Source: an optimization exercise on an open RTL-to-GDS flow (aim: small area and a short achievable clock period). Production flows keep margins and buffers that such runs may drop. Where RTL was checked, it was by simulation tests only, not by an equivalence proof against the original. The RTL of runs 3 to 6 was laid out without a check of its function. Power figures rest on the tool's default switching activity, not on a simulated workload.

**flow/config.mk**
```make
export PLATFORM = sky130hd
export DESIGN_NAME = ss_bridge_top
export DESIGN_NICKNAME = ss_bridge_top
export VERILOG_FILES = /design/flow/design.v
export SDC_FILE = /design/flow/constraint.sdc
export NUM_CORES = 4
export LEC_CHECK = 0
export CAP_MARGIN = 20
export CORE_MARGIN = 2
export CORE_UTILIZATION = 60
export SETUP_SLACK_MARGIN = 2.2
export SLEW_MARGIN = 20
export SYNTH_HIERARCHICAL = 1
export SYNTH_MINIMUM_KEEP_SIZE = 0
export TNS_END_PERCENT = 20
```
**flow/constraint.sdc**
```tcl
create_clock -name core_clock -period 4.5 [get_ports {mclk}]
set_input_delay 0.9000 -clock core_clock [delete_from_list [all_inputs] [get_ports {mclk}]]
set_output_delay 0.9000 -clock core_clock [all_outputs]
set_load 0.01 [all_outputs]
```
**flow/design.v**
```verilog
package st_map_pkg;
	localparam logic [15:0] ST_ID_WORD  = 16'h5253;
	localparam logic [15:0] ST_VER_WORD = 16'h1205;
	localparam logic [7:0] ST_OFF_ID       = 8'h00;
	localparam logic [7:0] ST_OFF_VER      = 8'h02;
	localparam logic [7:0] ST_OFF_CTRL     = 8'h04;
	localparam logic [7:0] ST_OFF_STAT     = 8'h06;
	localparam logic [7:0] ST_OFF_FIFO     = 8'h08;
	localparam logic [7:0] ST_OFF_FSTAT    = 8'h0c;
	localparam logic [7:0] ST_OFF_RCNT     = 8'h0e;
	localparam logic [7:0] ST_OFF_SS_CMD   = 8'h10;
	localparam logic [7:0] ST_OFF_SS_DATA  = 8'h12;
	localparam logic [7:0] ST_OFF_SS_CTRL  = 8'h14;
	localparam logic [7:0] ST_OFF_CR1      = 8'h18;
	localparam logic [7:0] ST_OFF_CR2      = 8'h1a;
	localparam logic [7:0] ST_OFF_CR3      = 8'h1c;
	localparam logic [7:0] ST_OFF_CR4      = 8'h1e;
	localparam logic [7:0] ST_OFF_RESP1    = 8'h20;
	localparam logic [7:0] ST_OFF_RESP2    = 8'h22;
	localparam logic [7:0] ST_OFF_RESP3    = 8'h24;
	localparam logic [7:0] ST_OFF_RESP4    = 8'h26;
	localparam logic [7:0] ST_OFF_HIRQ     = 8'h28;
	localparam logic [7:0] ST_OFF_MASK     = 8'h2a;
	localparam logic [7:0] ST_OFF_HIRQ_CLR = 8'h2c;
	localparam int CTRL_CDC_EN   = 0;
	localparam int CTRL_CMD_EN   = 1;
	localparam int CTRL_FIFO_EN  = 2;
	localparam int CTRL_FIFO_RST = 8;
	localparam int CTRL_FIFO_DIR = 9;
	typedef enum logic [3:0] {
		ST_OP_NONE, ST_OP_READ, ST_OP_CTRL_WR, ST_OP_IRQ_ACK,
		ST_OP_FIFO_WR, ST_OP_FIFO_RD, ST_OP_RCNT_CLR, ST_OP_CMD_CLR,
		ST_OP_DATA_WR, ST_OP_RESP_WR, ST_OP_HIRQ_SET, ST_OP_HIRQ_CLR
	} st_op_e;
endpackage
package ss_map_pkg;
	localparam logic [2:0] SS_RGN_CDC = 3'b000;
	localparam logic [2:0] SS_RGN_REG = 3'b111;
	localparam logic [3:0] SS_CDC_FIFO = 4'd0;
	localparam logic [3:0] SS_CDC_HIRQ = 4'd2;
	localparam logic [3:0] SS_CDC_MASK = 4'd3;
	localparam logic [3:0] SS_CDC_CR1  = 4'd6;
	localparam logic [3:0] SS_CDC_CR2  = 4'd7;
	localparam logic [3:0] SS_CDC_CR3  = 4'd8;
	localparam logic [3:0] SS_CDC_CR4  = 4'd9;
	localparam logic [4:0] SS_REG_ID    = 5'd0;
	localparam logic [4:0] SS_REG_VER   = 5'd1;
	localparam logic [3:0] SS_REG_CTRL  = 4'd1;
	localparam logic [3:0] SS_REG_FSTAT = 4'd2;
	localparam logic [3:0] SS_REG_CMD   = 4'd4;
	localparam logic [3:0] SS_REG_DATA  = 4'd5;
	localparam logic [3:0] SS_REG_FIFO  = 4'd6;
	localparam logic [15:0] SS_CTRL_RESET = 16'h0100;
	typedef enum logic [3:0] {
		SS_OP_NONE, SS_OP_READ, SS_OP_CTRL_WR, SS_OP_HIRQ_AND, SS_OP_MASK_WR,
		SS_OP_CR_WR, SS_OP_CMD_WR, SS_OP_DATA_WR, SS_OP_FIFO_WR, SS_OP_FIFO_RD
	} ss_op_e;
endpackage
module fifo_sel8 (
	input  logic [7:0] d,
	input  logic [7:0] s,
	output logic       y
);
	assign y = |(d & s);
endmodule
module irq_any16 (
	input  logic [15:0] a,
	input  logic [15:0] b,
	output logic        y
);
	assign y = |(a & b);
endmodule
import st_map_pkg::*;
import ss_map_pkg::*;
module ss_bridge_top #(
	parameter int FIFO_AW = 6
) (
	input  logic        mclk,
	input  logic        ST_ALE,
	input  logic        st_req,
	input  logic        st_we,
	input  logic [7:0]  st_addr,
	input  logic [15:0] st_wdata,
	output logic [15:0] st_rdata,
	output logic        st_rvalid,
	output logic        st_irq,
	input  logic        ss_req,
	input  logic        ss_we,
	input  logic        ss_cs2,
	input  logic [14:1] ss_addr,
	input  logic [15:0] ss_wdata,
	output logic [15:0] ss_rdata,
	output logic        ss_rvalid,
	output logic        ss_irq
);
	localparam int DEPTH = 1 << FIFO_AW;
	logic       st_rd, st_wr, st_ok;
	logic [4:0] st_w;
	logic       st_ctrl_we, st_ack, st_fifo_wr, st_fifo_rd, st_rcnt_clr;
	logic       st_cmd_clr, st_data_we, st_resp_we, st_hirq_set, st_hirq_clr;
	assign st_rd = st_req & ~st_we;
	assign st_wr = st_req & st_we;
	assign st_ok = (st_addr[7:6] == 2'b00) & ~st_addr[0];
	assign st_w  = st_addr[5:1];
	assign st_ctrl_we  = st_wr & (st_addr == ST_OFF_CTRL);
	assign st_ack      = st_wr & (st_addr == ST_OFF_STAT);
	assign st_fifo_wr  = st_wr & (st_addr == ST_OFF_FIFO);
	assign st_fifo_rd  = st_rd & (st_addr == ST_OFF_FIFO);
	assign st_rcnt_clr = st_wr & (st_addr == ST_OFF_RCNT);
	assign st_cmd_clr  = st_wr & (st_addr == ST_OFF_SS_CMD);
	assign st_data_we  = st_wr & (st_addr == ST_OFF_SS_DATA);
	assign st_resp_we  = st_wr & st_ok & (st_w[4:2] == 3'b100);
	assign st_hirq_set = st_wr & (st_addr == ST_OFF_HIRQ);
	assign st_hirq_clr = st_wr & (st_addr == ST_OFF_HIRQ_CLR);
	logic       ss_hit, ss_rd, ss_wr, rgn_cdc, rgn_reg, ss_fifo_off;
	logic [3:0] woff;
	logic [1:0] ss_idx;
	logic       ss_fifo_rd, ss_fifo_wr, ss_hirq_and, ss_mask_we, ss_cr_we;
	logic       ss_ctrl_we, ss_cmd_we, ss_data_we;
	assign ss_hit  = ss_req & ss_cs2;
	assign ss_rd   = ss_hit & ~ss_we;
	assign ss_wr   = ss_hit & ss_we;
	assign rgn_cdc = (ss_addr[14:12] == SS_RGN_CDC);
	assign rgn_reg = (ss_addr[14:12] == SS_RGN_REG);
	assign woff    = ss_addr[5:2];
	assign ss_idx  = {woff[3], woff[0]};
	assign ss_fifo_off = (rgn_cdc & (woff == SS_CDC_FIFO)) | (rgn_reg & (woff == SS_REG_FIFO));
	assign ss_fifo_rd  = ss_rd & ss_fifo_off;
	assign ss_fifo_wr  = ss_wr & ss_fifo_off;
	assign ss_hirq_and = ss_wr & rgn_cdc & (woff == SS_CDC_HIRQ);
	assign ss_mask_we  = ss_wr & rgn_cdc & (woff == SS_CDC_MASK);
	assign ss_cr_we    = ss_wr & rgn_cdc & (woff >= SS_CDC_CR1) & (woff <= SS_CDC_CR4);
	assign ss_ctrl_we  = ss_wr & rgn_reg & (woff == SS_REG_CTRL);
	assign ss_cmd_we   = ss_wr & rgn_reg & (woff == SS_REG_CMD);
	assign ss_data_we  = ss_wr & rgn_reg & (woff == SS_REG_DATA);
	logic [15:0]      st_ctrl, ss_ctrl, ss_cmd, ss_data, hirq, hirq_mask, rcnt;
	logic [15:0]      st_ctrl_n, hirq_n, hirq_mask_n;
	logic [3:0][15:0] cr, resp;
	logic             flag_cdc, flag_cmd, flag_fifo;
	logic             flag_cdc_n, flag_cmd_n, flag_fifo_n;
	logic             fifo_empty_d;
	logic [15:0]        sr [DEPTH-1];
	logic [15:0]        stage;
	logic               push_q;
	logic [FIFO_AW:0]   m, m_inc, m_dec;
	logic               fifo_empty, fifo_full;
	logic               fifo_dir, fifo_clr;
	logic               push, pop, wr_en, rd_en;
	logic [15:0]        wr_word;
	logic [15:0]        fifo_head;
	assign fifo_dir  = st_ctrl[CTRL_FIFO_DIR];
	assign fifo_clr  = st_ctrl[CTRL_FIFO_RST];
	assign m_inc      = m + 1'b1;
	assign m_dec      = m - 1'b1;
	assign fifo_empty = m[FIFO_AW];
	assign fifo_full  = (m == FIFO_AW'(DEPTH - 1));
	assign st_ctrl_n   = st_ctrl_we ? st_wdata : st_ctrl;
	assign hirq_mask_n = ss_mask_we ? ss_wdata : hirq_mask;
	always_comb
	begin
		if (st_hirq_set)
			hirq_n = hirq | st_wdata;
		else if (st_hirq_clr)
			hirq_n = hirq & ~st_wdata;
		else if (ss_hirq_and)
			hirq_n = hirq & ss_wdata;
		else
			hirq_n = hirq;
	end
	logic [15:0] h_set, h_clr, h_and;
	logic        i_set_m, i_clr_m, i_and_m, i_hold_m, i_set_w, i_clr_w, i_hold_w;
	logic        ss_irq_n;
	assign h_set = hirq | st_wdata;
	assign h_clr = hirq & ~st_wdata;
	assign h_and = hirq & ss_wdata;
	irq_any16 u_i_set_m  (.a(h_set), .b(hirq_mask), .y(i_set_m));
	irq_any16 u_i_clr_m  (.a(h_clr), .b(hirq_mask), .y(i_clr_m));
	irq_any16 u_i_and_m  (.a(h_and), .b(hirq_mask), .y(i_and_m));
	irq_any16 u_i_hold_m (.a(hirq),  .b(hirq_mask), .y(i_hold_m));
	irq_any16 u_i_set_w  (.a(h_set), .b(ss_wdata),  .y(i_set_w));
	irq_any16 u_i_clr_w  (.a(h_clr), .b(ss_wdata),  .y(i_clr_w));
	irq_any16 u_i_hold_w (.a(hirq),  .b(ss_wdata),  .y(i_hold_w));
	always_comb
	begin
		if (st_hirq_set)
			ss_irq_n = ss_mask_we ? i_set_w : i_set_m;
		else if (st_hirq_clr)
			ss_irq_n = ss_mask_we ? i_clr_w : i_clr_m;
		else if (ss_hirq_and)
			ss_irq_n = i_and_m;
		else
			ss_irq_n = ss_mask_we ? i_hold_w : i_hold_m;
	end
	assign flag_cdc_n  = (ss_cr_we & (ss_idx == 2'd3))
		| (flag_cdc & ~(st_ack & st_wdata[CTRL_CDC_EN]));
	assign flag_cmd_n  = ss_cmd_we
		| (flag_cmd & ~(st_ack & st_wdata[CTRL_CMD_EN]));
	assign flag_fifo_n = (fifo_empty & ~fifo_empty_d)
		| (flag_fifo & ~(st_ack & st_wdata[CTRL_FIFO_EN]));
	always_ff @(posedge mclk or posedge ST_ALE)
	begin
		if (ST_ALE)
		begin
			st_ctrl      <= '0;
			ss_ctrl      <= SS_CTRL_RESET;
			ss_cmd       <= '0;
			ss_data      <= '0;
			hirq         <= '0;
			hirq_mask    <= '0;
			rcnt         <= '0;
			flag_cdc     <= 1'b0;
			flag_cmd     <= 1'b0;
			flag_fifo    <= 1'b0;
			fifo_empty_d <= 1'b1;
			st_irq       <= 1'b0;
			ss_irq       <= 1'b0;
		end
		else
		begin
			st_ctrl      <= st_ctrl_n;
			hirq         <= hirq_n;
			hirq_mask    <= hirq_mask_n;
			flag_cdc     <= flag_cdc_n;
			flag_cmd     <= flag_cmd_n;
			flag_fifo    <= flag_fifo_n;
			fifo_empty_d <= fifo_empty;
			st_irq       <= |(st_ctrl_n[2:0] & {flag_fifo_n, flag_cmd_n, flag_cdc_n});
			ss_irq       <= ss_irq_n;
			if (ss_ctrl_we)
				ss_ctrl <= ss_wdata;
			if (st_cmd_clr)
				ss_cmd <= '0;
			else if (ss_cmd_we)
				ss_cmd <= ss_wdata;
			if (ss_data_we)
				ss_data <= ss_wdata;
			else if (st_data_we)
				ss_data <= st_wdata;
			if (st_rcnt_clr)
				rcnt <= '0;
			else if (ss_fifo_rd)
				rcnt <= rcnt + 1'b1;
		end
	end
	always_ff @(posedge mclk)
	begin
		if (ss_cr_we)
			cr[ss_idx] <= ss_wdata;
		if (st_resp_we)
			resp[st_w[1:0]] <= st_wdata;
	end
	assign push    = fifo_dir ? ss_fifo_wr : st_fifo_wr;
	assign pop     = fifo_dir ? st_fifo_rd : ss_fifo_rd;
	assign wr_en   = push & ~fifo_full;
	assign rd_en   = pop & ~fifo_empty;
	assign wr_word = fifo_dir ? {ss_wdata[7:0], ss_wdata[15:8]} : st_wdata;
	always_ff @(posedge mclk)
	begin
		stage <= wr_word;
		if (push_q)
		begin
			sr[0] <= stage;
			for (int i = 1; i < DEPTH-1; i++)
				sr[i] <= sr[i-1];
		end
	end
	logic [FIFO_AW:0] m_n, m_dec2;
	assign m_dec2 = m - 2'd2;
	always_comb
	begin
		if (fifo_clr)
			m_n = '1;
		else if (wr_en & ~rd_en)
			m_n = m_inc;
		else if (rd_en & ~wr_en)
			m_n = m_dec;
		else
			m_n = m;
	end
	logic [FIFO_AW:0] p_n;
	logic [7:0]       sel_hi, sel_lo;
	assign p_n = rd_en ? m_dec2 : m_dec;
	always_ff @(posedge mclk or posedge ST_ALE)
	begin
		if (ST_ALE)
		begin
			m      <= '1;
			push_q <= 1'b0;
			sel_hi <= 8'h80;
			sel_lo <= 8'h40;
		end
		else
		begin
			m      <= m_n;
			push_q <= wr_en;
			for (int j = 0; j < 8; j++)
			begin
				sel_hi[j] <= (p_n[5:3] == 3'(j));
				sel_lo[j] <= (p_n[2:0] == 3'(j));
			end
		end
	end
	logic [15:0] fifo_next;
	for (genvar b = 0; b < 16; b++)
	begin : g_next
		logic [7:0] grp;
		for (genvar j = 0; j < 8; j++)
		begin : g_grp
			logic [7:0] d;
			for (genvar k = 0; k < 8; k++)
			begin : g_bit
				if (8*j+k == DEPTH-1)
					assign d[k] = stage[b];
				else
					assign d[k] = sr[8*j+k][b];
			end
			fifo_sel8 u_lo (.d(d), .s(sel_lo), .y(grp[j]));
		end
		fifo_sel8 u_hi (.d(grp), .s(sel_hi), .y(fifo_next[b]));
	end
	always_ff @(posedge mclk)
	begin
		if (fifo_empty | (rd_en & (m == '0)))
			fifo_head <= wr_word;
		else if (rd_en)
			fifo_head <= fifo_next;
	end
	logic [15:0] fifo_stat, head_sw, st_word, ss_word;
	assign fifo_stat = 16'(m_inc);
	assign head_sw   = {fifo_head[7:0], fifo_head[15:8]};
	logic [31:0] st_sel;
	logic        st_dflt;
	always_comb
	begin
		for (int i = 0; i < 32; i++)
			st_sel[i] = st_ok & (st_w == 5'(i));
	end
	assign st_dflt = ~st_ok | st_sel[5] | st_sel[11] | (|st_sel[31:22]);
	logic [15:0] st_stat;
	assign st_stat = {1'b0, st_irq, 11'd0, flag_fifo, flag_cmd, flag_cdc};
	for (genvar b = 0; b < 16; b++)
	begin : g_st_word
		logic y0, y1;
		fifo_sel8 u_regs (
			.d ({ss_ctrl[b], ss_data[b], ss_cmd[b], rcnt[b], fifo_head[b], st_ctrl[b], hirq[b], hirq_mask[b]}),
			.s ({st_sel[10], st_sel[9], st_sel[8], st_sel[7], st_sel[4], st_sel[2], st_sel[20], st_sel[21]}),
			.y (y0)
		);
		fifo_sel8 u_mbox (
			.d ({cr[3][b], cr[2][b], cr[1][b], cr[0][b], resp[3][b], resp[2][b], resp[1][b], resp[0][b]}),
			.s ({st_sel[15], st_sel[14], st_sel[13], st_sel[12], st_sel[19], st_sel[18], st_sel[17], st_sel[16]}),
			.y (y1)
		);
		assign st_word[b] = y0 | y1 | st_dflt
			| (st_sel[3] & st_stat[b]) | (st_sel[6] & fifo_stat[b])
			| (st_sel[0] & ST_ID_WORD[b]) | (st_sel[1] & ST_VER_WORD[b]);
	end
	logic [15:0] ss_sel;
	always_comb
	begin
		for (int i = 0; i < 16; i++)
			ss_sel[i] = (woff == 4'(i));
	end
	for (genvar b = 0; b < 16; b++)
	begin : g_ss_word
		logic y0;
		fifo_sel8 u_regs (
			.d ({ss_ctrl[b], ss_cmd[b], ss_data[b], head_sw[b], hirq[b], hirq_mask[b], resp[0][b], resp[1][b]}),
			.s ({rgn_reg & ss_sel[SS_REG_CTRL], rgn_reg & ss_sel[SS_REG_CMD], rgn_reg & ss_sel[SS_REG_DATA],
				(rgn_reg & ss_sel[SS_REG_FIFO]) | (rgn_cdc & ss_sel[SS_CDC_FIFO]),
				rgn_cdc & ss_sel[SS_CDC_HIRQ], rgn_cdc & ss_sel[SS_CDC_MASK],
				rgn_cdc & ss_sel[SS_CDC_CR1], rgn_cdc & ss_sel[SS_CDC_CR2]}),
			.y (y0)
		);
		assign ss_word[b] = y0
			| (rgn_cdc & ss_sel[SS_CDC_CR3] & resp[2][b])
			| (rgn_cdc & ss_sel[SS_CDC_CR4] & resp[3][b])
			| (rgn_reg & ss_sel[SS_REG_FSTAT] & fifo_stat[b])
			| (rgn_reg & ss_sel[0] & (ss_addr[1] ? ST_VER_WORD[b] : ST_ID_WORD[b]));
	end
	always_ff @(posedge mclk or posedge ST_ALE)
	begin
		if (ST_ALE)
		begin
			st_rvalid <= 1'b0;
			ss_rvalid <= 1'b0;
		end
		else
		begin
			st_rvalid <= st_rd;
			ss_rvalid <= ss_rd;
		end
	end
	always_ff @(posedge mclk)
	begin
		st_rdata <= st_word;
		ss_rdata <= ss_word;
	end
endmodule
```
**flow/flow/run.sh**
```bash
#!/bin/bash
# Standard layout (standard synthesis included) with two changes: the port
# buffers are buf_4 cells, and the resizer may change a cell's footprint.
set -euo pipefail
export BUFFER_PORTS_ARGS="-buffer_cell sky130_fd_sc_hd__buf_4"
bash standard.sh MATCH_CELL_FOOTPRINT=0 finish > standard_flow.log 2>&1
```
**flow/standard.sh**
```bash
#!/bin/bash
# synth_recipe.tcl (not shown) runs the flow's synth.tcl, then flattens the netlist and writes it again
# the make line also repeats each setting of config.mk as NAME=value (left out here)
make -C /OpenROAD-flow-scripts/flow DESIGN_CONFIG=/design/flow/config.mk WORK_HOME=/design/flow/orfs CLKGATE_MAP_FILE= SYNTH_SCRIPT=/design/flow/synth_recipe.tcl "${@:-finish}"
```
==> results of run 1 <==
metrics by stage:
stage	cells	setup WS, ns	area, sq um
floorplan	3531	-7.713	53360
global placement	4775	0.7754	56060
detailed placement	4775	0.7543	56070
CTS	5086	2.033	61770
global route	5118	2.098	62680
finish	5126	2.118	62700
layout make-up:
cell class / count / share of cell area, %
clock inverter: 67 / 1.116
sequential: 1344 / 62.56
timing repair buffer: 260 / 4.744
tap: 1165 / 2.325
multi-input combinational: 1950 / 22.32
antenna: 8 / 0.03193
inverter: 145 / 0.8880
clock buffer: 187 / 6.017
cells by family (layout without fill, tap and decap cells):
| kind of cell | after synthesis | after routing |
|---|---|---|
| buffers and inverters | 238 | 659 |
| DFF | 1344 | 1344 |
| other | 0 | 8 |
| and+or+nand+nor | 686 | 687 |
| xor gates and xnor gates | 23 | 23 |
| adders and majority gates | 19 | 19 |
| AOI/OAI and AO/OA | 1120 | 1120 |
| muxes | 101 | 101 |
report_power, final:
group / leakage (nW) / total (mW) / internal [mW] / switching (mW)
combinational: 6.51 / 1.39 / 0.484 / 0.904
clock: 2.17 / 11.4 / 6.51 / 4.87
sequential: 11.9 / 13.6 / 13.4 / 0.152
per-module statistics from Yosys (local to each module, per instance):
module	times used	cells inside	flops+latches
fifo_sel8	192	5	0
irq_any16	7	9	0
ss_bridge_top	1	2508	1344
per-layer routing:
metal  global-route usage (%)  part of all wire [%]  vias to the layer above
met5                        0                  0.10                        -
met4                    15.06                   4.6                       14
li1                         -                     -                    15090
met2                    51.09                    44                     2610
met1                    50.43                    38                    18400
met3                    10.59                    13                      460
worst paths after layout:
check                                start      endpoint  slack [ns]  depth (start not counted)
worst min-delay path                ST_ALE     flag_fifo        0.29                          2
min in group core_clock              st_we     st_rvalid        0.34                          2
worst min register to register    stage[2]      sr[0][2]        0.43                          0
max in group asynchronous           ST_ALE      hirq[13]        3.20                          3
worst max-delay path            st_addr[1]   st_rdata[0]        2.12                          8
worst max register to register   sel_lo[3]  fifo_head[8]        2.13                          7
what timing repair did:
item / CTS / global route
cloned: 10 / 7
endpoints found under the setup margin: 155 / 378
pin swaps: 27 / 52
gates resized for setup: 87 / 126
setup buffers: 47 / 25
sequential cells by signal, summed over array words and instances, names as in the netlist, 7 cells and up:
name / count
sr: 1008
cr: 64
resp: 64
fifo_head: 16
hirq: 16
hirq_mask: 16
rcnt: 16
ss_cmd: 16
ss_ctrl: 16
ss_data: 16
ss_rdata: 16
st_ctrl: 16
st_rdata: 16
stage: 16
sel_hi: 8
sel_lo: 8
m: 7
worst max-delay path, cell delays in order:
cell	delay [ns]
buf_6	0.15
clkinvlp_4	0.16
ha_2	0.32
o31ai_1	0.21
and3_1	0.21
o221ai_2	0.27
nand2b_1	0.28
or4_1	0.50
Yosys cell counts (all sizes together), types with 23 or more instances:
| cell type | instances | area [sq um] |
|---|---|---|
| a21oi | 64 | 320.3 |
| a221oi | 28 | 420.4 |
| a22o | 29 | 254.0 |
| a22oi | 770 | 5781 |
| and2 | 30 | 187.7 |
| clkbuf | 85 | 319.1 |
| dfrtp | 133 | 3328 |
| dfxtp | 48 | 960.9 |
| edfxtp | 1152 | 34590 |
| inv | 144 | 540.5 |
| mux2 | 82 | 927.1 |
| nand2 | 238 | 893.4 |
| nand3 | 23 | 115.1 |
| nand4 | 209 | 1308 |
| nor2 | 42 | 157.7 |
| nor2b | 23 | 143.9 |
| nor3 | 29 | 160.2 |
| o21ai | 183 | 915.9 |
==> out/summary.txt, run 1 <==
Post-DR wirelength/cell - 31.96 um
CORE AREA - 88240 sq um
Sequential area share after synthesis - 73.41%
I/O Pins - 97
Maximum vdd drop - 0.4704 mV
Relative slew slack - 21.69%
Chip width - 302.2 um
FFs w/ async S/R, synth - 10.71%
Max cap viols - 0
Area growth syn-to-layout - 17.50%
Ys Warns - 8
Final-report hold violation count - 0
WP data required - 5.13 ns
Synthesized flop and latch total - 1344
Worst min path class - input port to asynchronous set/reset pin
Initial core utilization - 60.47%
Core Util, Final - 71.05%
Mapped Avg Cell Area - 15.11 sq um
EDFF count, synth - 1152
PortBufs - 90
Fill count - 5683
Maximum fanout along the worst path - 12
Setup_tns - 0 ns
DR vias - 36580
Pwr Density - 420.7 nW/um^2
Max H-tree Level - 4
GP Congestion - 0.9804
Detail Route Antenna Nets - 0
Commonest non-fill, non-tap cell in the layout - edfxtp_1
Multi-input logic area - 13990 sq um
Slew Viols, Final - 0
Largest net degree at the start of global routing - 143
Mapped Area - 53360 sq um
Fmax - 419.9 MHz
Crit end category - register
Critical path class - input port to register
1st-iter DRT viols - 5566
Post-DP HPWL - 92810 um
Std-Cell Rows - 109
Pre-antenna DRT Iters - 8
Synth unique cells - 71
Final cycle utilization of the critical path - 52.93%
Status - no timing/DRC/antenna violations
Total power - 26.37 mW
Commonest non-fill, non-tap cells in the layout - edfxtp_1, a22oi_1, nand2_1, nand4_1, o21ai_0
CTS Sinks - 1344
Synth Area in Adders - 0.4455%
Worst endpoint data arrival time - 3.01 ns
Clock buffer depth - 3
Gr usage total - 35.37%
Grt ovf - 0
Layout cells sized above 1 - 18.92%
Via density - 7.136
Min Tclk post-route - 2.382 ns
Clock slew at reported path FFs - 0.06 ns
Post-synth top flop - edfxtp_1
Vias in the first global route - 35600
Number of CTS-inserted buffers - 138
Post-Synthesis Cells - 3531
Post-Synth Simple-Gate Area - 6.762%
DRT Wirelength - 163800 um
Initial antenna violation count - 8
Element type at the critical path start - input port
Chip height - 302.2 um
Fin nets - 3919
# hold bufs at CTS - 0
Leakage - 20.63 nW
Main combinational cell family by area after synthesis - compound AO/OA/AOI/OAI gates
Register area - 39230 sq um
# setup viols final - 0
Post-synthesis compound-gate area fraction - 15.19%
Clock latency at the later pin of the worst-skew pair - 0.77 ns
DRC errors left - 0
Post-synthesis mux area share - 2.094%
WHS - 0.2915 ns
Xor/xnor share of the synthesized area - 0.4033%
First-pass GRT wire length - 235100 um
RSZ-0062 raised after global routing - true
CTS tree - done
Die area - 91330 sq um
Worst Skew - 0.03134 ns
Slew @ Worst Pin - 1.175 ns
Clk root buf - clkbuf_16
==> inputs of run 2 (changes only) <==
==> flow/run.sh (new file) <==
#!/bin/bash
# synth_recipe.tcl (not shown) runs the flow's synth.tcl, then flattens the netlist and writes it again
# the make line also repeats each setting of config.mk as NAME=value (left out here)
make -C /OpenROAD-flow-scripts/flow DESIGN_CONFIG=/design/flow/config.mk WORK_HOME=/design/flow/orfs CLKGATE_MAP_FILE= SYNTH_SCRIPT=/design/flow/synth_recipe.tcl finish
removed: flow/flow/run.sh
removed: flow/standard.sh
==> run 2 against run 1 <==
Against the previous run:
- critical endpoint is now st_rdata[14]
- register-to-register slack lost 0.17 ns
- non-clock buffer count grew 63
- sequential cell count is the same
- first-iteration DRC count grew 4.8%
- largest power group unchanged
- final cell count grew 1.1%
- global-route usage grew 2.0 points
- routed wire length grew 3.9%
- critical path depth grew 1
- fmax shrank 6.5%
- design area grew 1.7%
- clock skew shrank 0.0093 ns
- clock power is essentially flat
==> out/summary.txt, run 2 <==
Chip height - 302.2 um
Ys Warns - 8
Max cap viols - 0
Core Util, Final - 72.26%
DRT Wirelength - 170300 um
Grt ovf - 0
Clock latency at the later pin of the worst-skew pair - 0.76 ns
Number of CTS-inserted buffers - 136
Die area - 91330 sq um
Initial core utilization - 60.47%
Pre-antenna DRT Iters - 8
M1 WL - 63120 um
Gr usage total - 37.35%
CTS Sinks - 1344
Status - no timing/DRC/antenna violations
Crit end category - register
Crit-path max cell delay - 0.41 ns
Clock buffer depth - 3
Crit path setup slack, layout - 1.952 ns
CORE AREA - 88240 sq um
Worst min path class - register to register
PortBufs - 90
I/O Pins - 97
Slew Viols, Final - 0
FFs w/ async S/R, synth - 10.71%
Max reg flops - 1008
DR vias - 36960
Detail Route Antenna Nets - 0
Met2 WL - 75470 um
Largest net degree at the start of global routing - 142
RSZ-0062 raised after global routing - true
Area growth syn-to-layout - 19.49%
CTS tree - done
Fin nets - 3980
EDFF count, synth - 1152
Largest cells by area after synthesis - edfxtp_1, a22oi_1, dfrtp_1, nand4_1, dfxtp_1
# setup viols final - 0
Critical path class - input port to register
Min Tclk post-route - 2.548 ns
Final-report hold violation count - 0
Dpl cell area - 56560 sq um
Clock slew at reported path FFs - 0.06 ns
CP max-delay cell - a311oi_1
GP Congestion - 1.011
Post-synth top area cell - edfxtp_1
Initial antenna violation count - 15
Fmax - 392.4 MHz
Mapped Avg Cell Area - 15.11 sq um
Maximum fanout along the worst path - 16
Chip width - 302.2 um
Worst Path Buf+Inv - 3
Element type at the critical path start - input port
Maximum vdd drop - 0.5189 mV
Max H-tree Level - 4
Top layer in use - met5
Most numerous cell in the Yosys netlist - edfxtp_1
Post-synth top cells - edfxtp_1, a22oi_1, nand2_1
Final Instance Area - 63760 sq um
Final cycle utilization of the critical path - 56.63%
Pwr Density - 417.0 nW/um^2
1st-iter DRT viols - 5831
Share of the synthesized area in the top cell type - 64.83%
# hold bufs at CTS - 0
Via density - 7.135
Critical path's top delay family - simple AND/OR/NAND/NOR gates
Setup_tns - 0 ns
Sequential area share after synthesis - 73.41%
DRC errors left - 0
Commonest non-fill, non-tap cells in the layout - edfxtp_1, a22oi_1, nand2_1, nand4_1, o21ai_0
Cells along the critical path - clkdlybuf4s15_1, buf_6, buf_4, ha_2, and3_4, a22oi_1, nand4_1, a311oi_1, nand2_1
Worst endpoint data arrival time - 3.17 ns
Synth unique cells - 71
Vias in the first global route - 36690
Layout cells sized above 1 - 18.12%
Std-Cell Rows - 109
WP data required - 5.12 ns
Post-DP HPWL - 93190 um
Slew @ Worst Pin - 1.334 ns
Post-DR wirelength/cell - 32.87 um
Commonest non-fill, non-tap cell in the layout - edfxtp_1
Relative slew slack - 11.09%
Met3 WL - 22880 um
Synthesized flop and latch total - 1344
Post-Synthesis Cells - 3531
Biggest register - sr
First-pass GRT wire length - 246000 um
Mapped Area - 53360 sq um
Clk root buf - clkbuf_16
Pre-CTS setup slack - 0.5287 ns
Leakage - 21.08 nW
Worst Skew - 0.02201 ns
Post-synth top flop - edfxtp_1
Fill count - 5489
run 2: cell counts after synthesis:
Identical to the previous run, type by type.
run 2: area by class of cell:
| class | count | area [sq um] | area share, % |
|---|---|---|---|
| timing repair buffer | 323 | 3980 | 6.243 |
| inverter | 145 | 553.0 | 0.8674 |
| tap | 1165 | 1458 | 2.286 |
| clock inverter | 75 | 869.6 | 1.364 |
| multi-input combinational | 1950 | 14020 | 21.99 |
| antenna | 8 | 20.02 | 0.03140 |
| sequential | 1344 | 39220 | 61.52 |
| clock buffer | 170 | 3635 | 5.701 |
run 2: logic make-up after synthesis:
logic type | after synthesis | synth area share (%)
AO/OA/AOI/OAI | 1120 | 15.19
XOR/XNOR | 23 | 0.4033
adder cells (fa/ha/maj) | 19 | 0.4455
buffers and inverters | 238 | 1.700
flip-flops | 1344 | 73.41
multiplexers | 101 | 2.094
AND/OR/NAND/NOR | 686 | 6.762
run 2: stage by stage:
stage | std cells | power (mW) | hold slack (ns)
after floorplan | 3531 | 14.44 | 0.4077
after global placement | 4809 | 15.02 | 0.4287
after detailed placement | 4809 | 15.05 | 0.4245
after CTS | 5172 | 26.62 | 0.4309
after global routing | 5173 | 27.23 | 0.4502
final | 5180 | 26.59 | 0.4327
run 2: Yosys stat by module (local to each module, per instance):
module,cells,copies in the design,cell area [sq um]
irq_any16,9,7,101.3
fifo_sel8,5,192,36.28
ss_bridge_top,2508,1,45680
run 2: layer usage:
layer,vias up,track usage (%)
met2,2755,54.57
met1,18510,51.71
met3,474,11.23
li1,15210,-
met4,4,18.03
met5,-,0
run 2: final timing paths:
check,start,end,slack [ns],cells past startpoint
hold / removal,sr[57][3],sr[58][3],0.43,0
hold reg to reg,sr[57][3],sr[58][3],0.43,0
setup reg to reg,sel_lo[2],fifo_head[14],1.96,7
max in group asynchronous,ST_ALE,ss_ctrl[8],2.87,3
setup / recovery,st_addr[1],st_rdata[14],1.95,9
min in group asynchronous,ST_ALE,st_rvalid,0.70,2
run 2: what timing repair did:
item,4_1_cts,5_1_grt
gates resized for setup,266,17
gates cloned,23,0
setup buffers,95,0
setup endpoints to repair,369,234
pin swaps,88,4
run 2: where the power goes:
group          total, mW  internal, mW  switching (mW)
clock network       11.5          6.64            4.89
registers           13.6          13.4           0.148
logic               1.46         0.531           0.933
==> inputs of run 3 (changes only) <==
--- a/flow/design.v
+++ b/flow/design.v
@@ -64,11 +64,4 @@
 	assign y = |(d & s);
 endmodule
-module irq_any16 (
-	input  logic [15:0] a,
-	input  logic [15:0] b,
-	output logic        y
-);
-	assign y = |(a & b);
-endmodule
 import st_map_pkg::*;
 import ss_map_pkg::*;
@@ -168,28 +161,4 @@
 			hirq_n = hirq;
 	end
-	logic [15:0] h_set, h_clr, h_and;
-	logic        i_set_m, i_clr_m, i_and_m, i_hold_m, i_set_w, i_clr_w, i_hold_w;
-	logic        ss_irq_n;
-	assign h_set = hirq | st_wdata;
-	assign h_clr = hirq & ~st_wdata;
-	assign h_and = hirq & ss_wdata;
-	irq_any16 u_i_set_m  (.a(h_set), .b(hirq_mask), .y(i_set_m));
-	irq_any16 u_i_clr_m  (.a(h_clr), .b(hirq_mask), .y(i_clr_m));
-	irq_any16 u_i_and_m  (.a(h_and), .b(hirq_mask), .y(i_and_m));
-	irq_any16 u_i_hold_m (.a(hirq),  .b(hirq_mask), .y(i_hold_m));
-	irq_any16 u_i_set_w  (.a(h_set), .b(ss_wdata),  .y(i_set_w));
-	irq_any16 u_i_clr_w  (.a(h_clr), .b(ss_wdata),  .y(i_clr_w));
-	irq_any16 u_i_hold_w (.a(hirq),  .b(ss_wdata),  .y(i_hold_w));
-	always_comb
-	begin
-		if (st_hirq_set)
-			ss_irq_n = ss_mask_we ? i_set_w : i_set_m;
-		else if (st_hirq_clr)
-			ss_irq_n = ss_mask_we ? i_clr_w : i_clr_m;
-		else if (ss_hirq_and)
-			ss_irq_n = i_and_m;
-		else
-			ss_irq_n = ss_mask_we ? i_hold_w : i_hold_m;
-	end
 	assign flag_cdc_n  = (ss_cr_we & (ss_idx == 2'd3))
 		| (flag_cdc & ~(st_ack & st_wdata[CTRL_CDC_EN]));
@@ -226,5 +195,5 @@
 			fifo_empty_d <= fifo_empty;
 			st_irq       <= |(st_ctrl_n[2:0] & {flag_fifo_n, flag_cmd_n, flag_cdc_n});
-			ss_irq       <= ss_irq_n;
+			ss_irq       <= |(hirq_n & hirq_mask_n);
 			if (ss_ctrl_we)
 				ss_ctrl <= ss_wdata;
==> run 3 against run 2 <==
Against the previous run:
- still clean on timing, DRC and antenna
- clock power about the same
- hold slack better by 0.0054 ns
- critical path depth down 1
- sequential cell count unchanged
- combinational power rose to 3.8 times the previous value
- largest cell class unchanged
- largest power group unchanged
==> out/summary.txt, run 3 <==
Status - no timing/DRC/antenna violations
Chip width - 299.5 um
Share of the synthesized area in the top cell type - 66.03%
Number of CTS-inserted buffers - 136
Gr usage total - 34.38%
Chip height - 299.5 um
Comb power frac - 17.9%
Relative slew slack - 17.67%
Xor/xnor share of the synthesized area - 0.3845%
Post-DR wirelength/cell - 30.49 um
R2r worst-path depth - 8
DRC errors left - 0
Diode count - 0
Largest net degree at the start of global routing - 179
WP data required - 5.11 ns
Grt ovf - 0
Commonest non-fill, non-tap cells in the layout - edfxtp_1, a22oi_1, nand2_1, nand4_1, o21ai_0
Std-Cell Rows - 108
Synthesized flop and latch total - 1344
Maximum fanout along the worst path - 4
Post-synthesis compound-gate area fraction - 14.39%
GP Congestion - 0.9647
Clock power share - 35.6%
Worst endpoint data arrival time - 3.69 ns
Initial core utilization - 60.48%
Most numerous cell in the Yosys netlist - edfxtp_1
Layout cells sized above 1 - 17.37%
P_sw - 9.124 mW
CORE AREA - 86620 sq um
Fill count - 5504
Max H-tree Level - 4
Clk root buf - clkbuf_16
CP startpoint - ss_addr[13]
Mapped Area - 52390 sq um
Post-Synth Simple-Gate Area - 6.444%
Fin nets - 3901
Area growth syn-to-layout - 18.94%
CTS Sinks - 1344
Clock slew at reported path FFs - 0.06 ns
Sequential share of power - 46.5%
Pwr Density - 503.6 nW/um^2
Post-synth top area cell - edfxtp_1
1st-iter DRT viols - 4802
Fmax - 324.3 MHz
Final-report hold violation count - 0
Worst min path class - register to register
Synth unique cells - 66
Maximum vdd drop - 0.8791 mV
Leakage - 20.58 nW
Post-synth top flop - edfxtp_1
Post-synthesis mux area share - 1.708%
Total power - 31.38 mW
Vias in the first global route - 35330
Largest cells by area after synthesis - edfxtp_1, a22oi_1, dfrtp_1, nand4_1, nand2_1
Biggest register - sr
Slew @ Worst Pin - 1.235 ns
Post-DP HPWL - 91280 um
CTS tree - done
Mapped Avg Cell Area - 15.18 sq um
Post-synth top cells - edfxtp_1, a22oi_1, nand2_1
Initial antenna violation count - 4
Cell internal pwr - 22.26 mW
Slew Viols, Final - 0
Post-Synthesis Cells - 3451
DRT Wirelength - 155100 um
Element type at the critical path start - input port
Hold Crit Start - sr[58][8]
RSZ-0062 raised after global routing - true
First-pass GRT wire length - 227500 um
Die area - 89690 sq um
Setup_tns - 0 ns
# hold bufs at CTS - 0
Max reg flops - 1008
Crit end category - register
Commonest non-fill, non-tap cell in the layout - edfxtp_1
Critical path class - input port to register
Detail Route Antenna Nets - 0
Final cycle utilization of the critical path - 68.53%
Worst reg2reg startpoint - m[0]
Sequential area share after synthesis - 74.77%
FFs w/ async S/R, synth - 10.71%
Main combinational cell family by area after synthesis - compound AO/OA/AOI/OAI gates
Pre-antenna DRT Iters - 6
Ys Warns - 8
DR vias - 35470
I/O Pins - 97
# setup viols final - 0
Hold path depth - 0
Max cap viols - 0
Synth Area in Adders - 0.4777%
EDFF count, synth - 1152
Clock buffer depth - 3
Min Tclk post-route - 3.084 ns
Clock latency at the later pin of the worst-skew pair - 0.75 ns
PortBufs - 90
Via density - 6.972
Worst Skew - 0.02860 ns
Sw Share - 29.08%
==> run 3: cell count changes in the layout (fill, tap and decap cells not counted), sizes merged, moves of 16 or more <==
cell	before	now
clkbuf	170	189
nor2	42	60
nor2b	23	4
dlygate4sd2	21	5
and2	30	13
a22o	29	4
nand2	238	259
a221oi	28	6
a21oi	64	38
buf	223	244
==> run 3: worst max-delay path, stage by stage <==
cell,delay (ns)
buf_6,0.09
or3_4,0.41
or4_4,0.60
buf_12,0.17
mux2_4,0.30
a2111o_1,0.46
a2111o_1,0.29
or4b_1,0.47
==> run 3: final timing paths <==
kind                         endpoint  slack, ns
min                         sr[59][8]       0.44
min reg2reg                 sr[59][8]       0.44
min in group asynchronous   ss_rvalid       0.65
max                            ss_irq       1.42
max in group asynchronous  ss_data[7]       2.92
max reg2reg                      m[1]       1.78
==> run 3: kinds of logic (layout without fill, tap and decap cells) <==
family                     after synthesis  count (layout)
adders and majority gates               20              20
muxes                                   81              81
and+or+nand+nor                        663             663
xor gates and xnor gates                23              23
AOI/OAI and AO/OA                     1069            1069
DFF                                   1344            1344
buffers and inverters                  251             732
==> run 3: through the flow <==
step | cell area (sq um) | utilization [%] | hold slack (ns) | worst slack [ns] | instances
floorplan | 52390 | - | 0.3533 | -7.713 | 3451
global placement | 55780 | 64.39 | 0.4217 | 0.09736 | 4738
detailed placement | 55780 | 64.39 | 0.4218 | 0.1004 | 4738
CTS | 61860 | 71.42 | 0.4362 | 1.468 | 5074
global route | 62310 | 71.94 | 0.4456 | 1.431 | 5087
finish | 62310 | 71.94 | 0.4381 | 1.416 | 5087
==> run 3: area by class of cell <==
| class | count | area (sq um) | area share (%) |
|---|---|---|---|
| flip-flops and latches | 1344 | 39220 | 62.93 |
| clock buffers | 188 | 3807 | 6.110 |
| well taps | 1155 | 1445 | 2.319 |
| inverters | 161 | 613.1 | 0.9839 |
| multi-input cells | 1856 | 13230 | 21.24 |
| repair buffers | 321 | 3415 | 5.480 |
| clock inverters | 62 | 581.8 | 0.9337 |
==> run 3: Yosys stat by module, one instance, submodules excluded <==
module / flip-flops and latches / area, sq um / cells inside / times used
fifo_sel8: 0 / 36.28 / 5 / 192
ss_bridge_top: 1344 / 45420 / 2491 / 1
==> run 3: what timing repair did <==
item                       in CTS  in global routing
setup endpoints to repair     444                291
pin swaps                      66                 28
gates resized for setup       272                 71
setup buffers                  83                 12
gates cloned                    3                  0
==> run 3: layer usage <==
layer	global-route usage, %	routed length (um)
met5	0	27
met4	16.25	7315
met3	7.581	16010
met2	51.99	71150
met1	48.14	60600
==> run 3: power by group through the flow <==
stage | sequential (mW) | clock [mW] | combinational (mW)
2_1_floorplan | 14.6 | 0 | 2.76
3_3_place_gp | 15.0 | 0 | 4.75
3_5_place_dp | 14.9 | 0 | 4.85
4_1_cts | 14.5 | 11.3 | 5.44
5_1_grt | 14.6 | 11.8 | 5.99
6_report | 14.6 | 11.2 | 5.61
==> inputs of run 4 (changes only) <==
--- a/flow/config.mk
+++ b/flow/config.mk
@@ -13,3 +13,3 @@
 export SYNTH_HIERARCHICAL = 1
 export SYNTH_MINIMUM_KEEP_SIZE = 0
-export TNS_END_PERCENT = 20
+export TNS_END_PERCENT = 5
==> run 4 against run 3 <==
Against the previous run:
- first-iteration DRC count is 2.0% lower
- still clean
- total power is 1.2% lower
- area after synthesis stayed put
- critical path depth stayed put
- sequential share of layout area is 0.88 points higher
- final cell count is 0.57% lower
- die area stayed put
- hold slack worse by 0.00067 ns
- worst setup slack better by 0.0040 ns
- sequential power hardly changed
- highest routed layer unchanged
- clock skew is 0.0018 ns lower
- fmax is 0.13% higher
==> out/summary.txt, run 4 <==
R2r endpoint - fifo_head[2]
Post-Synthesis Cells - 3451
EDFF count, synth - 1152
Fmax - 324.7 MHz
Most used cell, CP - a2111o_1
CTS tree - done
Final cycle utilization of the critical path - 68.44%
Mapped Avg Cell Area - 15.18 sq um
Chip width - 299.5 um
1st-iter DRT viols - 4705
RSZ-0062 raised after global routing - true
Element type at the critical path start - input port
Max reg flops - 1008
Maximum fanout along the worst path - 4
Hold path depth - 0
Worst Skew - 0.02684 ns
Pwr Density - 504.7 nW/um^2
First-pass GRT wire length - 223300 um
Sequential area share after synthesis - 74.77%
Ys Warns - 8
Share of the synthesized area in the top cell type - 66.03%
Pre-antenna DRT Iters - 8
Biggest register - sr
# setup viols final - 0
Area growth syn-to-layout - 17.30%
Gr usage total - 33.64%
Fill count - 5618
PortBufs - 90
Clock buffer depth - 3
Relative slew slack - 17.24%
Post-synth top area cell - edfxtp_1
Post-synth top cells - edfxtp_1, a22oi_1, nand2_1
Status - no timing/DRC/antenna violations
Min Tclk post-route - 3.080 ns
Layout cells sized above 1 - 15.55%
Max cap viols - 0
DR vias - 35060
Crit end category - register
Vias in the first global route - 34810
Detail Route Antenna Nets - 0
Final-report hold violation count - 0
# hold bufs at CTS - 0
Worst endpoint data arrival time - 3.69 ns
WHS - 0.4374 ns
Crit-path max cell delay - 0.59 ns
Std-Cell Rows - 108
R2r worst-path depth - 6
Slew @ Worst Pin - 1.241 ns
CP max-delay cell - or4_4
Mapped Area - 52390 sq um
Slew Viols, Final - 0
Hold Path End - sr[39][8]
Grt ovf - 0
Maximum vdd drop - 0.8756 mV
Cells along the critical path - buf_6, or3_4, or4_4, buf_12, mux2_4, a2111o_1, a2111o_1, or4b_1
I/O Pins - 97
Worst min path class - register to register
Fin nets - 3867
Chip height - 299.5 um
Largest cells by area after synthesis - edfxtp_1, a22oi_1, dfrtp_1, nand4_1, nand2_1
GP Congestion - 0.9647
Hold Crit Start - sr[38][8]
FFs w/ async S/R, synth - 10.71%
WP data required - 5.11 ns
Synthesized flop and latch total - 1344
Worst R2R Setup Slack - 1.70 ns
Via density - 6.931
Clock slew at reported path FFs - 0.06 ns
DRC errors left - 0
Initial antenna violation count - 5
Max H-tree Level - 4
Setup_tns - 0 ns
Worst reg2reg startpoint - sel_lo[2]
Commonest non-fill, non-tap cells in the layout - edfxtp_1, a22oi_1, nand2_1, nand4_1, o21ai_0
Number of CTS-inserted buffers - 136
Most numerous cell in the Yosys netlist - edfxtp_1
Synth unique cells - 66
Clock latency at the later pin of the worst-skew pair - 0.75 ns
CTS Sinks - 1344
Largest net degree at the start of global routing - 179
DRT Wirelength - 152400 um
Critical path class - input port to register
Post-DP HPWL - 91280 um
Die area - 89690 sq um
Post-synth top flop - edfxtp_1
Commonest non-fill, non-tap cell in the layout - edfxtp_1
Initial core utilization - 60.48%
CORE AREA - 86620 sq um
Clk root buf - clkbuf_16
Post-DR wirelength/cell - 30.13 um
Leakage - 20.12 nW
[run 4: cell type report]
| class | count | area [sq um] | share of cell area, % |
|---|---|---|---|
| clock buffer | 188 | 3807 | 6.196 |
| sequential | 1344 | 39210 | 63.81 |
| tap | 1155 | 1445 | 2.352 |
| antenna | 5 | 12.51 | 0.02036 |
| timing repair buffer | 287 | 2890 | 4.703 |
| clock inverter | 62 | 581.8 | 0.9468 |
| multi-input combinational | 1856 | 12890 | 20.97 |
| inverter | 161 | 615.6 | 1.002 |
[run 4: worst max-delay path by stage]
stage,start,to,slack (ns),depth (start not counted)
6_report,ss_addr[13],ss_irq,1.42,8
5_1_grt,ss_addr[13],ss_irq,1.43,8
4_1_cts,ss_addr[13],ss_irq,1.47,8
3_5_place_dp,ss_addr[4],ss_irq,0.10,9
3_3_place_gp,ss_addr[5],ss_irq,0.1,8
2_1_floorplan,push_q,sr[0][0],-7.71,0
[run 4: through the flow]
stage / utilization [%] / total power, mW / std cells / area [sq um] / setup WS, ns
after global routing: 70.93 / 32.00 / 5053 / 61440 / 1.431
after CTS: 70.24 / 31.03 / 5026 / 60840 / 1.468
final: 70.95 / 31.01 / 5058 / 61450 / 1.420
after floorplan: - / 17.39 / 3451 / 52390 / -7.713
after detailed placement: 64.39 / 19.79 / 4738 / 55780 / 0.1004
after global placement: 64.39 / 19.70 / 4738 / 55780 / 0.09736
[run 4: routing by layer]
metal,vias up,GRT usage (%),wire [um]
li1,14710,-,-
met1,17780,46.92,59300
met2,2160,51.22,70530
met3,406,7.632,15900
met4,8,15.26,6609
met5,-,0,54
[run 4: repair_timing]
item / 4_1_cts / 5_1_grt
gates resized for setup: 146 / 97
buffers inserted: 38 / 23
pin swaps: 31 / 28
cloned: 0 / 4
setup endpoints to repair: 444 / 409
[run 4: kinds of logic (layout without fill, tap and decap cells)]
group	count (synthesis)	after routing	synth area share, %
other	0	5	0
multiplexers	81	81	1.708
XOR/XNOR	23	23	0.3845
AO/OA/AOI/OAI	1069	1069	14.39
AND/OR/NAND/NOR	663	663	6.444
buffers and inverters	251	698	1.825
adder cells (fa/ha/maj)	20	20	0.4777
flip-flops	1344	1344	74.77
[run 4: power by group]
part           internal (mW)  leakage (nW)  switching, mW
clock                   6.46          2.15           4.73
combinational           1.99          6.05           3.18
sequential              13.7          11.9           1.00
total                   22.1          20.1           8.91
[run 4: critical path: cells and delay by family]
family | cells | cell delay [ns]
AOI/OAI and AO/OA | 2 | 0.75
buffers and inverters | 2 | 0.26
and+or+nand+nor | 3 | 1.47
muxes | 1 | 0.30
[run 4: Yosys stat by module (local to each module, per instance)]
| module | copies in the design | cell area [sq um] | flops+latches |
|---|---|---|---|
| fifo_sel8 | 192 | 36.28 | 0 |
| ss_bridge_top | 1 | 45420 | 1344 |
==> inputs of run 5 (changes only) <==
--- a/flow/config.mk
+++ b/flow/config.mk
@@ -9,7 +9,6 @@
 export CORE_MARGIN = 2
 export CORE_UTILIZATION = 60
-export SETUP_SLACK_MARGIN = 2.2
+export SETUP_SLACK_MARGIN = 2.1
 export SLEW_MARGIN = 20
 export SYNTH_HIERARCHICAL = 1
 export SYNTH_MINIMUM_KEEP_SIZE = 0
-export TNS_END_PERCENT = 5
==> run 5 against run 4 <==
Against the previous run:
- largest cell class unchanged
- first-iteration DRC count grew 3.5%
- core utilization rose by 0.26 points
- clock skew up 0.0068 ns
- total power up 1.5%
- combinational power rose by 12%
==> out/summary.txt, run 5 <==
GP Congestion - 0.9785
Sequential area share after synthesis - 74.77%
First-pass GRT wire length - 223900 um
Max reg flops - 1008
Post-synth top flop - edfxtp_1
Max cap viols - 0
Clock latency at the later pin of the worst-skew pair - 0.76 ns
Top layer in use - met5
Mapped Area - 52390 sq um
Status - no timing/DRC/antenna violations
Via density - 6.971
Detail Route Antenna Nets - 0
Pre-antenna DRT Iters - 6
Die area - 89690 sq um
Chip width - 299.5 um
Most numerous cell in the Yosys netlist - edfxtp_1
FFs w/ async S/R, synth - 10.71%
Synth unique cells - 66
Post-DR wirelength/cell - 30.18 um
Met3 WL - 16960 um
Worst endpoint data arrival time - 3.69 ns
Pwr Density - 510.1 nW/um^2
Ys Warns - 8
Comb power frac - 18.3%
Maximum vdd drop - 0.7784 mV
Commonest non-fill, non-tap cells in the layout - edfxtp_1, a22oi_1, nand2_1, nand4_1, o21ai_0
DR vias - 35370
Leakage - 20.33 nW
Post-DP HPWL - 90330 um
Clock slew at reported path FFs - 0.06 ns
Min Tclk post-route - 3.070 ns
Clk root buf - clkbuf_16
Core Util, Final - 71.21%
Most used cell, CP - a2111o_1
CTS Sinks - 1344
WHS - 0.4358 ns
Vias in the first global route - 34850
Mapped Avg Cell Area - 15.18 sq um
DRT Wirelength - 153100 um
M1 WL - 60650 um
Share of the synthesized area in the top cell type - 66.03%
Fmax - 325.7 MHz
Inst Count DP - 4744
Worst min path class - register to register
WP data required - 5.12 ns
DRC errors left - 0
Maximum fanout along the worst path - 6
Final-report hold violation count - 0
Std-Cell Rows - 108
# hold bufs at CTS - 0
Largest cells by area after synthesis - edfxtp_1, a22oi_1, dfrtp_1, nand4_1, nand2_1
CORE AREA - 86620 sq um
Clock buffer depth - 3
Chip height - 299.5 um
Worst Skew - 0.03360 ns
# setup viols final - 0
Crit-path max cell delay - 0.59 ns
I/O Pins - 97
EDFF count, synth - 1152
Area growth syn-to-layout - 17.73%
Grt ovf - 0
Post-synth top cells - edfxtp_1, a22oi_1, nand2_1
Fin nets - 3883
RSZ-0062 raised after global routing - true
Relative slew slack - 29.04%
Final cycle utilization of the critical path - 68.22%
Clock power share - 35.7%
Post-synth top area cell - edfxtp_1
Commonest non-fill, non-tap cell in the layout - edfxtp_1
Max H-tree Level - 4
Initial core utilization - 60.48%
Initial antenna violation count - 9
PortBufs - 90
Synthesized flop and latch total - 1344
Critical path's top delay family - simple AND/OR/NAND/NOR gates
CTS tree - done
Post-Synthesis Cells - 3451
Cell internal pwr - 22.13 mW
1st-iter DRT viols - 4869
Number of CTS-inserted buffers - 138
Sequential share of power - 46.0%
Cells along the critical path - buf_2, or4b_4, buf_4, or4_1, o21ai_2, a21boi_1, a2111o_1, a2111o_1, or4b_1
Sw Share - 29.66%
Met2 WL - 69500 um
Layout cells sized above 1 - 16.56%
Biggest register - sr
Slew Viols, Final - 0
Critical path class - input port to register
Worst R2R Setup Slack - 1.77 ns
Non-Filler Instances - 5074
Crit end category - register
Gr usage total - 33.77%
Element type at the critical path start - input port
P_sw - 9.331 mW
Worst Path Buf+Inv - 2
Largest net degree at the start of global routing - 166
CP max-delay cell - or4b_4
Slew @ Worst Pin - 1.053 ns
## run 5: per-module statistics from Yosys (local to each module, per instance)
| module | flops+latches | times used | cells inside |
|---|---|---|---|
| ss_bridge_top | 1344 | 1 | 2491 |
| fifo_sel8 | 0 | 192 | 5 |
## run 5: cells by family (layout without fill, tap and decap cells)
logic type | Yosys count | count (layout) | share of synthesized area (%)
and+or+nand+nor | 663 | 663 | 6.444
other | 0 | 1 | 0
adders and majority gates | 20 | 20 | 0.4777
buffers and inverters | 251 | 718 | 1.825
AOI/OAI and AO/OA | 1069 | 1069 | 14.39
muxes | 81 | 81 | 1.708
DFF | 1344 | 1344 | 74.77
xor gates and xnor gates | 23 | 23 | 0.3845
## run 5: path summary, 6_finish.rpt
path                                 start       endpoint  cells after the start
worst max-delay path            ss_addr[4]         ss_irq                      9
worst min-delay path            sr[17][10]     sr[18][10]                      0
worst max register to register   sel_lo[0]  fifo_head[11]                      6
worst min register to register  sr[17][10]     sr[18][10]                      0
max in group asynchronous           ST_ALE    ss_data[13]                      3
min in group asynchronous           ST_ALE     ss_data[8]                      2
## run 5: layout make-up
class	count	area (sq um)
tap	1155	1445
fill	5620	24940
clock inverter	67	586.8
clock buffer	189	3859
multi-input combinational	1856	13020
inverter	161	611.8
sequential	1344	39210
antenna	1	2.502
timing repair buffer	301	2949
## run 5: per-layer routing
metal  global-route usage [%]  vias up
met5                        0        -
met4                    13.39        6
met3                    7.125      385
met2                    50.21     2368
met1                    49.43    17880
li1                         -    14730
## run 5: timing repair
item	4_1_cts	5_1_grt
resized for setup	224	56
pin swaps	41	31
buffers inserted	55	16
gates cloned	1	1
endpoints found under the setup margin	345	139
## run 5: worst register-to-register path: stages (launching register included)
cell     delay (ns)
dfrtp_4        0.67
buf_4          0.43
a22oi_1        0.29
nand4_1        0.15
a22oi_1        0.21
nand4_1        0.33
mux2_2         0.39
## run 5: through the flow
step	total power, mW	setup WS [ns]	setup TNS, ns	cell area, sq um
after floorplan	17.42	-7.713	-7774.70	52550
after global placement	19.73	0.04967	0	55860
after detailed placement	19.79	0.03172	0	55860
after CTS	31.36	1.419	0	61290
after global routing	32.40	1.394	0	61680
final	31.46	1.430	0	61680
## run 5: power by group through the flow
stage                     Clock, mW  Combinational, mW  Sequential, mW
after detailed placement          0               4.89            14.9
after global placement            0               4.81            14.9
after floorplan                   0               2.78            14.6
final                          11.2               5.77            14.5
after global routing           11.9               6.10            14.4
after CTS                      11.3               5.58            14.4
==> inputs of run 6 (changes only) <==
--- a/flow/design.v
+++ b/flow/design.v
@@ -133,7 +133,5 @@
 	logic             flag_cdc_n, flag_cmd_n, flag_fifo_n;
 	logic             fifo_empty_d;
-	logic [15:0]        sr [DEPTH-1];
-	logic [15:0]        stage;
-	logic               push_q;
+	logic [15:0]        sr [DEPTH];
 	logic [FIFO_AW:0]   m, m_inc, m_dec;
 	logic               fifo_empty, fifo_full;
@@ -226,49 +224,32 @@
 	always_ff @(posedge mclk)
 	begin
-		stage <= wr_word;
-		if (push_q)
+		if (wr_en)
 		begin
-			sr[0] <= stage;
-			for (int i = 1; i < DEPTH-1; i++)
+			sr[0] <= wr_word;
+			for (int i = 1; i < DEPTH; i++)
 				sr[i] <= sr[i-1];
 		end
 	end
-	logic [FIFO_AW:0] m_n, m_dec2;
-	assign m_dec2 = m - 2'd2;
-	always_comb
+	always_ff @(posedge mclk or posedge ST_ALE)
 	begin
-		if (fifo_clr)
-			m_n = '1;
+		if (ST_ALE)
+			m <= '1;
+		else if (fifo_clr)
+			m <= '1;
 		else if (wr_en & ~rd_en)
-			m_n = m_inc;
+			m <= m_inc;
 		else if (rd_en & ~wr_en)
-			m_n = m_dec;
-		else
-			m_n = m;
+			m <= m_dec;
 	end
-	logic [FIFO_AW:0] p_n;
-	logic [7:0]       sel_hi, sel_lo;
-	assign p_n = rd_en ? m_dec2 : m_dec;
-	always_ff @(posedge mclk or posedge ST_ALE)
+	logic [7:0]  sel_hi, sel_lo;
+	logic [15:0] fifo_next;
+	always_comb
 	begin
-		if (ST_ALE)
-		begin
-			m      <= '1;
-			push_q <= 1'b0;
-			sel_hi <= 8'h80;
-			sel_lo <= 8'h40;
-		end
-		else
+		for (int j = 0; j < 8; j++)
 		begin
-			m      <= m_n;
-			push_q <= wr_en;
-			for (int j = 0; j < 8; j++)
-			begin
-				sel_hi[j] <= (p_n[5:3] == 3'(j));
-				sel_lo[j] <= (p_n[2:0] == 3'(j));
-			end
+			sel_hi[j] = (m[5:3] == 3'(j));
+			sel_lo[j] = (m[2:0] == 3'(j));
 		end
 	end
-	logic [15:0] fifo_next;
 	for (genvar b = 0; b < 16; b++)
 	begin : g_next
@@ -279,8 +260,8 @@
 			for (genvar k = 0; k < 8; k++)
 			begin : g_bit
-				if (8*j+k == DEPTH-1)
-					assign d[k] = stage[b];
+				if (8*j+k == 0)
+					assign d[k] = 1'b0;
 				else
-					assign d[k] = sr[8*j+k][b];
+					assign d[k] = sr[8*j+k-1][b];
 			end
 			fifo_sel8 u_lo (.d(d), .s(sel_lo), .y(grp[j]));
--- a/flow/config.mk
+++ b/flow/config.mk
@@ -9,5 +9,4 @@
 export CORE_MARGIN = 2
 export CORE_UTILIZATION = 60
-export SETUP_SLACK_MARGIN = 2.1
 export SLEW_MARGIN = 20
 export SYNTH_HIERARCHICAL = 1
==> run 6 against run 5 <==
Against the previous run:
- still clean on timing, DRC and antenna
- clock power is essentially flat
- critical path depth is the same
- design area shrank 4.2%
- register-to-register slack lost 0.89 ns
- via count shrank 5.5%
- combinational power shrank 81%
- hold slack lost 0.019 ns
- fmax shrank 15%
- core utilization shrank 1.7 points
- die area shrank 2.0%
- sequential cell count shrank 33
- routed wire length shrank 6.9%
- critical path type is now register to register
- critical endpoint is now fifo_head[15]
- largest cell class unchanged
==> out/summary.txt, run 6 <==
Status - no timing/DRC/antenna violations
Slew @ Worst Pin - 1.141 ns
# setup viols final - 0
Post-DP HPWL - 86760 um
Hold Crit Start - m[6]
GP Congestion - 0.9681
Max H-tree Level - 4
1st-iter DRT viols - 3839
FFs w/ async S/R, synth - 9.687%
Final cycle utilization of the critical path - 80.54%
Final-report hold violation count - 0
Diode count - 0
Initial core utilization - 60.38%
Inst Count DP - 4606
WHS - 0.4171 ns
Largest cells by area after synthesis - edfxtp_1, a22oi_1, dfrtp_1, nand4_1, nand2_1
PortBufs - 90
Worst R2R Setup Slack - 0.88 ns
Dpl cell area - 54690 sq um
Clock latency at the later pin of the worst-skew pair - 0.76 ns
Core Util, Final - 69.47%
Commonest non-fill, non-tap cell in the layout - edfxtp_1
CTS tree - done
# hold bufs at CTS - 0
Std-Cell Rows - 107
Critical path class - register to register
Ys Warns - 8
Synthesized flop and latch total - 1311
WP data required - 4.99 ns
First-pass GRT wire length - 211000 um
Hold Path End - fifo_empty_d
I/O Pins - 97
CTS Sinks - 1311
Worst reg2reg startpoint - m[0]
Pre-antenna DRT Iters - 6
Mapped Area - 51330 sq um
Worst min path class - register to register
Maximum fanout along the worst path - 57
Worst Skew - 0.02685 ns
Die area - 87900 sq um
Chip height - 296.5 um
Fin nets - 3680
Pwr Density - 427.9 nW/um^2
Min Tclk post-route - 3.624 ns
Final Instance Area - 59060 sq um
Post-synth top cells - edfxtp_1, a22oi_1, nand2_1
Max reg flops - 1008
Fmax - 275.9 MHz
Mapped Avg Cell Area - 15.41 sq um
Largest net degree at the start of global routing - 122
Clock slew at reported path FFs - 0.06 ns
Post-synth top flop - edfxtp_1
R2r endpoint - fifo_head[15]
Clock buffer depth - 3
Crit end category - register
Pre-CTS setup slack - 0.5441 ns
Total power - 25.27 mW
Hold path depth - 0
Post-CTS setup buffer count - 0
Non-Filler Instances - 4852
Maximum vdd drop - 0.3656 mV
Post-DR wirelength/cell - 29.36 um
Number of CTS-inserted buffers - 134
EDFF count, synth - 1152
Fill count - 5599
Area growth syn-to-layout - 15.07%
Vias in the first global route - 33010
Synth unique cells - 66
Leakage - 19.11 nW
DR vias - 33430
Relative slew slack - 23.92%
RSZ-0062 raised after global routing - false
Share of the synthesized area in the top cell type - 67.40%
Grt ovf - 0
DRT Wirelength - 142500 um
Setup_tns - 0 ns
CORE AREA - 85010 sq um
Post-synth top area cell - edfxtp_1
Post-Synthesis Cells - 3330
Gr usage total - 32.52%
Initial antenna violation count - 0
Via density - 6.890
Slew Viols, Final - 0
Biggest register - sr
DRC errors left - 0
Chip width - 296.5 um
Layout cells sized above 1 - 11.70%
Most numerous cell in the Yosys netlist - edfxtp_1
Crit path setup slack, layout - 0.8755 ns
Detail Route Antenna Nets - 0
Element type at the critical path start - register
Worst endpoint data arrival time - 4.12 ns
Sequential area share after synthesis - 74.86%
Clk root buf - clkbuf_16
R2r worst-path depth - 9
Post_cts resized - 0
Max cap viols - 0
Commonest non-fill, non-tap cells in the layout - edfxtp_1, a22oi_1, nand2_1, nand4_1, o21ai_0
run 6: cell count changes after synthesis, moves of 7 or more:
cell      change
o211ai_1     +14
inv_1        -20
nand3_1      +10
clkbuf_1      -7
a21oi_1       -9
nor3_1       -12
dfxtp_1      -16
nor2_1       -11
nand2_1      -29
a21o_1       -10
o21ai_0      -14
dfrtp_1      -15
run 6: Yosys stat by module, one instance, submodules excluded:
module | flip-flops and latches | area (sq um)
ss_bridge_top | 1311 | 44360
fifo_sel8 | 0 | 36.28
run 6: kinds of logic (layout without fill, tap and decap cells):
group / Yosys count / after routing / share of synthesized area (%)
simple gates: 618 / 618 / 6.211
buf+inv: 229 / 592 / 1.726
compound gates: 1032 / 1032 / 14.25
xor+xnor: 22 / 22 / 0.3754
fa+ha+maj: 21 / 21 / 0.5119
other cells: 1 / 16 / 0.007306
mux: 96 / 96 / 2.062
flops: 1311 / 1311 / 74.86
run 6: layout make-up:
class / instances / area, sq um / share of cell area, %
sequential: 1311 / 38420 / 65.06
clock buffer: 173 / 3652 / 6.184
clock inverter: 73 / 703.2 / 1.191
tap: 1144 / 1431 / 2.424
inverter: 141 / 531.8 / 0.9003
multi-input combinational: 1805 / 12280 / 20.79
timing repair buffer: 205 / 2039 / 3.453
run 6: worst max-delay path: stages, from the launching register on:
cell     delay, ns
dfstp_2       0.68
inv_1         0.15
ha_1          0.28
and2_4        0.43
buf_4         0.49
a22oi_1       0.23
nand4_1       0.20
a22oi_1       0.26
nand4_1       0.20
mux2_2        0.31
run 6: worst max-delay path by stage:
stage                          to  cells past startpoint        start  slack, ns
floorplan                    m[5]                      8   st_addr[0]     -13.24
global placement      st_rdata[0]                     10   st_addr[2]       0.53
detailed placement         ss_irq                      8  ss_addr[14]       0.54
CTS                 fifo_head[13]                      9         m[0]       0.95
global route        fifo_head[13]                      9         m[0]       0.76
finish              fifo_head[15]                      9         m[0]       0.88
run 6: where the power goes:
part           switching (mW)  internal, mW
Clock                    4.73          6.25
Combinational           0.713         0.360
Sequential             0.0740          13.1
run 6: metal layers:
| metal | global-route usage (%) | vias to the layer above | share of wire (%) |
|---|---|---|---|
| met1 | 46.52 | 16970 | 40 |
| met4 | 11.36 | 0 | 3.3 |
| met2 | 50.42 | 2022 | 47 |
| met3 | 6.418 | 295 | 9.9 |
| li1 | - | 14150 | - |
| met5 | 0 | - | 0 |

-- afterwards: timing with drivers on the ports --
Ports are ideal in the flow. The routed layouts listed here were re-timed in OpenROAD.
Step 1 assumes that a clkbuf_16 drives the clock port and a buf_2 every other input.
Step 2 moves the port delays by t, midway between the first and last clock arrival at a register: inputs arrive t later, outputs are due t later. That takes back most of the time a late clock gives input paths.
a / b / c = ideal ports / drivers / drivers and shift; a / b = the first two.
run	t, ns	setup WS [ns]	worst setup path after step 2	worst register clock-pin slew, ns	worst slew at a driven data input, ns
run 1	0.830	2.118 / 2.134 / 1.318	input to register	0.07 / 0.07	0.13
run 2	0.819	1.952 / 1.905 / 1.168	input to register	0.07 / 0.07	0.16
run 3	0.816	1.416 / 1.458 / 0.642	input to register	0.07 / 0.07	0.12
run 4	0.812	1.420 / 1.457 / 0.645	input to register	0.07 / 0.07	0.12
run 5	0.808	1.430 / 1.470 / 0.662	input to register	0.07 / 0.07	0.11
run 6	0.819	0.876 / 0.876 / 0.450	input to register	0.07 / 0.07	0.11
After both steps every run listed still meets setup and hold. The setup slack of run 1, which loses most, moves by +0.016 ns with the drivers and by -0.800 ns with both steps.
